Source: an optimization exercise on an open RTL-to-GDS flow (aim: small area, a short achievable clock period and few clock cycles per item). Production flows keep margins and buffers that such runs may drop. The RTL was checked by simulation tests, not by an equivalence proof against the original design. Power and IR drop assume default switching activity.

== job 4342 ==
Design row_activity_bound_checker, start of the top module:
module row_activity_bound_checker (
   input  logic        clock,
   input  logic        reset,
   input  logic        req_valid,
   output logic        req_ready,
   input  logic [31:0] req_coefficient,
   input  logic [31:0] req_var_low,
   input  logic        req_var_low_infinite,
   input  logic [31:0] req_var_high,
   input  logic        req_var_high_infinite,
   input  logic [31:0] req_row_low,
   input  logic        req_row_low_infinite,
   input  logic [31:0] req_row_high,
   input  logic        req_row_high_infinite,
   input  logic        req_last_term,
   output logic        rsp_valid,
   input  logic        rsp_ready,
   output logic [63:0] rsp_least_activity,
   output logic        rsp_min_unbounded,
   output logic [63:0] rsp_greatest_activity,
   output logic        rsp_max_unbounded,
   output logic [1:0]  rsp_verdict,
   input  logic        csr_write_en,
   input  logic [15:0] csr_write_data
);
Size in the first run: ~8200 cells after synthesis, about 320 I/O pins.
clock: 10.0 ns
lec_check: 0
cap_margin: 10
core_margin: 2
core_utilization: 40
setup_slack_margin: 5
slew_margin: 10
synth_hierarchical: 1
tns_end_percent: 10
run.sh (not shown) runs the stock make flow with config.mk's settings and CLKGATE_MAP_FILE= SYNTH_SCRIPT=/design/flow/synth_recipe.tcl, a recipe that flattens the netlist after the stock synthesis.
Job 4342 finished every stage and its layout cleared the timing, DRC and antenna checks.
Testbench counts of job 4342, summed over its fixed seeds: cycles 24,070, terms 24,046.
[inputs] job 4105 vs job 4342
- changing CORE_UTILIZATION from 40 to 55
### Flow results
Job 4105 completed; timing, DRC and antenna clean
Diff job 4342 and job 4105: width of the die higher in job 4342
On source-to-sink clock delay at the later pin of the worst-skew pair: job 4105 sits below job 4342.
Summary — amount of wire on met2 after detailed routing, job 4105 relative to job 4342: lower, by about 1.4%.
### job 4105 -> job 5589
- TNS_END_PERCENT changed from 10 to 100
- CORE_UTILIZATION changed from 55 to 40
- CAP_MARGIN changed from 10 to 20
- SLEW_MARGIN changed from 10 to 20
Compared job 5589 against job 4105; final-layout worst hold slack within noise. Area used by sequential logic in the layout across job 5589 and job 4105: no real change. Between job 5589 and job 4105, the number of DRC violations after detailed-routing iteration 0 is lower for job 5589. Comparing job 5589 and job 4105, the higher met2 layer usage reported by global route was measured on job 4105. Cmp job 5589 vs job 4105: power density over cell area lower in job 5589. Taking job 4105 as the reference point, the global-route usage of job 5589 falls by 10 points. What job 5589 reported for core area has to be multiplied by 0.73 to get the figure for job 4105.
Setup changes, job 5589 to job 980
- swapping 40 for 55 in CORE_UTILIZATION
==> flow/flow/run.sh (new file) <==
#!/bin/bash
set -euo pipefail
MARGIN=${RABC_SETUP_MARGIN:-5.4}
if grep -q 'SETUP_SLACK_MARGIN=' standard.sh; then
   sed -e "s/SETUP_SLACK_MARGIN=[^ ]*/SETUP_SLACK_MARGIN=${MARGIN}/" standard.sh > standard_margin.sh
else
   sed -e "s/ \"\${@:-finish}\"/ SETUP_SLACK_MARGIN=${MARGIN} \"\${@:-finish}\"/" standard.sh > standard_margin.sh
fi
bash standard_margin.sh > flow_make.log 2>&1
==> flow/standard.sh (new file) <==
#!/bin/bash
# synth_recipe.tcl (not shown) runs the flow's synth.tcl, then flattens the netlist and writes it again
# the make line also repeats each setting of config.mk as NAME=value (left out here)
make -C /OpenROAD-flow-scripts/flow DESIGN_CONFIG=/design/flow/config.mk WORK_HOME=/design/flow/orfs CLKGATE_MAP_FILE= SYNTH_SCRIPT=/design/flow/synth_recipe.tcl "${@:-finish}"
removed: flow/run.sh
Notes after the runs:
Job 5589 → job 980: area of the multi-input gates shows an increase of 1.1%, number of antenna diodes decreased 5, layout-stage area growth over the synthesis result ~0 delta. Taking job 5589 as the reference, in job 980 final area did not really move; area of placed instances went down. Looking at instance count after placement with tap cells included, job 980 sits 810 lower than job 5589 does.

---

row_activity_bound_checker again, from the RTL that the note above started with.
export LEC_CHECK = 0
export CAP_MARGIN = 10
export CORE_MARGIN = 2
export CORE_UTILIZATION = 40
export SETUP_SLACK_MARGIN = 5
export SLEW_MARGIN = 10
export TNS_END_PERCENT = 10
create_clock -name core_clock -period 10.0 [get_ports {clock}]
Stock flow here: none of the scripts above is used.
Testbench counts at the start, summed over its fixed seeds: cycles 24,070, terms 24,046.
Next try:
--- a/flow/config.mk
+++ b/flow/config.mk
@@ -7,3 +7,3 @@
 export LEC_CHECK = 0
-export CAP_MARGIN = 10
+export CAP_MARGIN = 5
 export CORE_MARGIN = 2
@@ -11,3 +11,4 @@
 export SETUP_SLACK_MARGIN = 5
-export SLEW_MARGIN = 10
-export TNS_END_PERCENT = 10
+export SLEW_MARGIN = 5
+export SYNTH_HIERARCHICAL = 1
+export TNS_END_PERCENT = 100
Result: Die area came out lower by 4.1%; worst hold slack improves by 0.0093 ns; global-route usage came out lower by 0.70 points; sequential cell count is unchanged; clock power stays flat; synthesized cell count came out lower by 13%; cell count came out lower by 11%; power came out higher by 2.0%; design area came out lower by 2.6%; first-iteration DRC count came out lower by 5.1%.

---

row_activity_bound_checker, a different RTL version from the one above (not shown whole).
For scale: ~8600 cells after synthesis, about 880 flip-flops, roughly 320 I/O pins, about 95000 um2 of cells after synthesis.
clock: 10.0 ns
lec_check: 0
cap_margin: 20
core_margin: 2
core_utilization: 40
setup_slack_margin: 5
slew_margin: 20
synth_hierarchical: 1
tns_end_percent: 100
Testbench counts at the start, summed over its fixed seeds: cycles 24,070, terms 24,046.
Then changed:
==> flow/flow/run.sh (new file) <==
#!/bin/bash
set -euo pipefail
MARGIN=${RABC_SETUP_MARGIN:-5.6}
if grep -q 'SETUP_SLACK_MARGIN=' standard.sh; then
   sed -e "s/SETUP_SLACK_MARGIN=[^ ]*/SETUP_SLACK_MARGIN=${MARGIN}/" standard.sh > standard_margin.sh
else
   sed -e "s/ \"\${@:-finish}\"/ SETUP_SLACK_MARGIN=${MARGIN} \"\${@:-finish}\"/" standard.sh > standard_margin.sh
fi
bash standard_margin.sh > flow_make.log 2>&1
==> flow/standard.sh (new file) <==
#!/bin/bash
# synth_recipe.tcl (not shown) runs the flow's synth.tcl, then flattens the netlist and writes it again
# the make line also repeats each setting of config.mk as NAME=value (left out here)
make -C /OpenROAD-flow-scripts/flow DESIGN_CONFIG=/design/flow/config.mk WORK_HOME=/design/flow/orfs CLKGATE_MAP_FILE= SYNTH_SCRIPT=/design/flow/synth_recipe.tcl "${@:-finish}"
removed: flow/run.sh
=> Die area is unchanged. First-iteration DRC count is higher by 4.6%. Global-route usage is higher by 1.1 points. Total power is higher by about 1.4%.

---

row_activity_bound_checker, a different RTL version from the one above (not shown whole).
For scale: ~320 I/O pins, roughly 0.091 mm^2 of cells after synthesis.
Design row_activity_bound_checker, start of the top module:
module row_activity_bound_checker (
   input  logic        clock,
   input  logic        reset,
   input  logic        req_valid,
   output logic        req_ready,
   input  logic [31:0] req_coefficient,
   input  logic [31:0] req_var_low,
   input  logic        req_var_low_infinite,
   input  logic [31:0] req_var_high,
   input  logic        req_var_high_infinite,
   input  logic [31:0] req_row_low,
   input  logic        req_row_low_infinite,
   input  logic [31:0] req_row_high,
   input  logic        req_row_high_infinite,
   input  logic        req_last_term,
   output logic        rsp_valid,
   input  logic        rsp_ready,
   output logic [63:0] rsp_least_activity,
   output logic        rsp_min_unbounded,
   output logic [63:0] rsp_greatest_activity,
   output logic        rsp_max_unbounded,
   output logic [1:0]  rsp_verdict,
   input  logic        csr_write_en,
   input  logic [15:0] csr_write_data
);
export LEC_CHECK = 0
export CAP_MARGIN = 20
export CORE_MARGIN = 2
export CORE_UTILIZATION = 40
export SETUP_SLACK_MARGIN = 5
export SLEW_MARGIN = 20
export SYNTH_HIERARCHICAL = 1
export TNS_END_PERCENT = 100
create_clock -name core_clock -period 10.0 [get_ports {clock}]
standard.sh (not shown) runs the stock make flow with config.mk's settings and CLKGATE_MAP_FILE= SYNTH_SCRIPT=/design/flow/synth_recipe.tcl, a recipe that flattens the netlist after the stock synthesis.
==> flow/flow/run.sh <==
#!/bin/bash
set -euo pipefail
MARGIN=${RABC_SETUP_MARGIN:-6.3}
if grep -q 'SETUP_SLACK_MARGIN=' standard.sh; then
   sed -e "s/SETUP_SLACK_MARGIN=[^ ]*/SETUP_SLACK_MARGIN=${MARGIN}/" standard.sh > standard_margin.sh
else
   sed -e "s/ \"\${@:-finish}\"/ SETUP_SLACK_MARGIN=${MARGIN} \"\${@:-finish}\"/" standard.sh > standard_margin.sh
fi
bash standard_margin.sh > flow_make.log 2>&1
The baseline passed the timing, DRC and antenna checks.
Testbench counts at the start, summed over its fixed seeds: cycles 24,070, terms 24,046.
Then changed:
==> flow/run.sh (new file) <==
#!/bin/bash
# synth_recipe.tcl (not shown) runs the flow's synth.tcl, then flattens the netlist and writes it again
# the make line also repeats each setting of config.mk as NAME=value (left out here)
make -C /OpenROAD-flow-scripts/flow DESIGN_CONFIG=/design/flow/config.mk WORK_HOME=/design/flow/orfs CLKGATE_MAP_FILE= SYNTH_SCRIPT=/design/flow/synth_recipe.tcl finish
removed: flow/flow/run.sh
removed: flow/standard.sh
Final cell count goes down by a few percent.
Synthesized cell count does not change.
Power goes down by roughly a tenth.
Die area is unchanged.
Routed wire length goes down by roughly a tenth.

---

Another version of the RTL of row_activity_bound_checker (not shown whole).
Size: ~880 flip-flops.
clock: 10.0 ns
lec_check: 0
cap_margin: 20
core_margin: 2
core_utilization: 40
setup_slack_margin: 5
slew_margin: 20
synth_hierarchical: 1
tns_end_percent: 100
==> flow/flow/run.sh <==
#!/bin/bash
set -euo pipefail
MARGIN=${RABC_SETUP_MARGIN:-5.6}
if grep -q 'SETUP_SLACK_MARGIN=' standard.sh; then
   sed -e "s/SETUP_SLACK_MARGIN=[^ ]*/SETUP_SLACK_MARGIN=${MARGIN}/" standard.sh > standard_margin.sh
else
   sed -e "s/ \"\${@:-finish}\"/ SETUP_SLACK_MARGIN=${MARGIN} \"\${@:-finish}\"/" standard.sh > standard_margin.sh
fi
bash standard_margin.sh > flow_make.log 2>&1
Testbench counts at the start, summed over its fixed seeds: cycles 24,070, terms 24,046.
Next try:
--- a/flow/flow/run.sh
+++ b/flow/flow/run.sh
@@ -1,5 +1,5 @@
 #!/bin/bash
 set -euo pipefail
-MARGIN=${RABC_SETUP_MARGIN:-5.6}
+MARGIN=${RABC_SETUP_MARGIN:-6.0}
 if grep -q 'SETUP_SLACK_MARGIN=' standard.sh; then
    sed -e "s/SETUP_SLACK_MARGIN=[^ ]*/SETUP_SLACK_MARGIN=${MARGIN}/" standard.sh > standard_margin.sh
What happened: Combinational power rose by 11%. Sequential share of layout area fell by 1.4 points. Routed wire length rose by 6.2%. Worst setup slack gets better by 0.0090 ns. Final area rose by 7.0%. First-iteration DRC count rose by 11%. Global-route usage rose by 1.3 points.

---

Setup of v6:
Starting RTL as in the previous note.
==> flow/design.v (excerpt) <==
module row_activity_bound_checker (
   input  logic        clock,
   input  logic        reset,
   input  logic        req_valid,
   output logic        req_ready,
   input  logic [31:0] req_coefficient,
   input  logic [31:0] req_var_low,
   input  logic        req_var_low_infinite,
   input  logic [31:0] req_var_high,
   input  logic        req_var_high_infinite,
   input  logic [31:0] req_row_low,
   input  logic        req_row_low_infinite,
   input  logic [31:0] req_row_high,
   input  logic        req_row_high_infinite,
   input  logic        req_last_term,
   output logic        rsp_valid,
   input  logic        rsp_ready,
   output logic [63:0] rsp_least_activity,
   output logic        rsp_min_unbounded,
   output logic [63:0] rsp_greatest_activity,
   output logic        rsp_max_unbounded,
   output logic [1:0]  rsp_verdict,
   input  logic        csr_write_en,
   input  logic [15:0] csr_write_data
);
   logic [15:0]        tolerance;
   logic               accept, hold, hold_next;
   logic               t_valid;
   logic [65:0]        t_min_s, t_min_c, t_max_s, t_max_c;
   logic               t_fold, t_min_go, t_max_go, t_min_stop, t_max_stop, t_min_unb, t_max_unb;
   logic signed [32:0] t_hi_eps, t_lo_eps;
   logic               t_row_low_inf, t_row_high_inf, t_row_cross, t_last;
   rabc_queue u_ctrl (
      .clock          (clock),
      .reset          (reset),
      .req_valid      (req_valid),
      .req_ready      (req_ready),
      .accept         (accept),
      .hold_next      (hold_next),
      .csr_write_en   (csr_write_en),
      .csr_write_data (csr_write_data),
      .tolerance      (tolerance)
   );
   rabc_front u_front (
      .clock                 (clock),
      .reset                 (reset),
      .hold                  (hold),
      .hold_next             (hold_next),
      .accept                (accept),
      .req_coefficient       (req_coefficient),
      .req_var_low           (req_var_low),
      .req_var_low_infinite  (req_var_low_infinite),
      .req_var_high          (req_var_high),
      .req_var_high_infinite (req_var_high_infinite),
      .req_row_low           (req_row_low),
  ...
==> flow/config.mk <==
export PLATFORM = sky130hd
export DESIGN_NAME = row_activity_bound_checker
export DESIGN_NICKNAME = row_activity_bound_checker
export VERILOG_FILES = /design/flow/design.v
export SDC_FILE = /design/flow/constraint.sdc
export NUM_CORES = 4
export LEC_CHECK = 0
export CAP_MARGIN = 10
export CORE_MARGIN = 2
export CORE_UTILIZATION = 40
export SETUP_SLACK_MARGIN = 5
export SLEW_MARGIN = 10
export SYNTH_HIERARCHICAL = 1
export TNS_END_PERCENT = 10
==> flow/constraint.sdc <==
create_clock -name core_clock -period 10.0 [get_ports {clock}]
set_input_delay 2.0000 -clock core_clock [delete_from_list [all_inputs] [get_ports {clock}]]
set_output_delay 2.0000 -clock core_clock [all_outputs]
set_load 0.01 [all_outputs]
==> flow/flow/run.sh <==
#!/bin/bash
set -euo pipefail
MARGIN=${RABC_SETUP_MARGIN:-5.8}
if grep -q 'SETUP_SLACK_MARGIN=' standard.sh; then
   sed -e "s/SETUP_SLACK_MARGIN=[^ ]*/SETUP_SLACK_MARGIN=${MARGIN}/" standard.sh > standard_margin.sh
else
   sed -e "s/ \"\${@:-finish}\"/ SETUP_SLACK_MARGIN=${MARGIN} \"\${@:-finish}\"/" standard.sh > standard_margin.sh
fi
bash standard_margin.sh > flow_make.log 2>&1
v6 completed every stage of the flow, and the final layout passed the timing, DRC and antenna checks.
Testbench counts of v6, summed over its fixed seeds: cycles 24,070, terms 24,046.
### v6 -> v7
==> flow/flow/run.sh <==
#!/bin/bash
set -euo pipefail
MARGIN=${RABC_SETUP_MARGIN:-5.6}
if grep -q 'SETUP_SLACK_MARGIN=' standard.sh; then
   sed -e "s/SETUP_SLACK_MARGIN=[^ ]*/SETUP_SLACK_MARGIN=${MARGIN}/" standard.sh > standard_margin.sh
else
   sed -e "s/ \"\${@:-finish}\"/ SETUP_SLACK_MARGIN=${MARGIN} \"\${@:-finish}\"/" standard.sh > standard_margin.sh
fi
bash standard_margin.sh > flow_make.log 2>&1
### Flow results
- Hold slack of v6 is on par with v7.
- From v6 to v7, mean cell area of the mapped netlist did not move at all.
- Met3 layer usage reported by global route delta (v6 -> v7): insignificant
- Compared to v6, v7 has combinational power about 3% lower.
- v6 went all the way through synthesis, placement and routing and the layout is clean on timing, DRC and antenna.
- v7: no failed stages, no open violations at the end
- Cell count, v7 and v6: lower on v7
- The relative contribution of combinational cells to total power in v7 sits 0.7 points below the value recorded for v6.
- Looking at power, v7 sits 2.3% below v6.
- v7 contains fewer vias than v6.
- v7 -> v6: global-route usage flat
- v6 -> v7: effective utilization at floorplan delta 0, exact match

## port drivers added, routing unchanged
No port has a modelled driver above. Below, the same layouts with a new extraction and two added sets of constraints. Step 1 sets driving cells, clkbuf_16 on the clock port and buf_2 on the other inputs (assumed; they add their load-dependent delay and slew). Step 2 also shifts input and output timing later by t, the mid clock arrival at the registers, as if the neighbouring blocks saw the same clock. a / b / c = no drivers / after step 1 / after step 2; a / b = the first two.
run	shift t [ns]	setup slack, ns	pins driven straight from the clock port
job 4342	0.880	5.037 / 5.037 / 5.037	1
job 4105	0.839	4.957 / 4.957 / 4.749	1
job 5589	0.854	5.057 / 5.057 / 5.057	1
job 980	0.849	4.978 / 4.978 / 4.875	1
the first run of note 2	0.852	4.998 / 4.998 / 4.998	1
the second run of note 2	0.853	5.045 / 5.045 / 5.045	1
the first run of note 3	0.861	5.055 / 5.016 / 5.055	1
the second run of note 3	0.891	5.036 / 5.036 / 5.036	1
the first run of note 4	0.849	4.934 / 4.934 / 4.934	1
the second run of note 4	0.868	4.973 / 4.973 / 4.973	1
the first run of note 5	0.886	5.364 / 5.364 / 5.364	1
the second run of note 5	0.890	5.373 / 5.373 / 5.373	1
v6	0.849	5.391 / 5.391 / 5.391	1
v7	0.849	5.270 / 5.270 / 5.270	1
After both steps every run listed still meets setup and hold. For job 4105, which loses most, drivers alone change the setup slack by 0.000 ns; drivers and shift together by -0.208 ns.
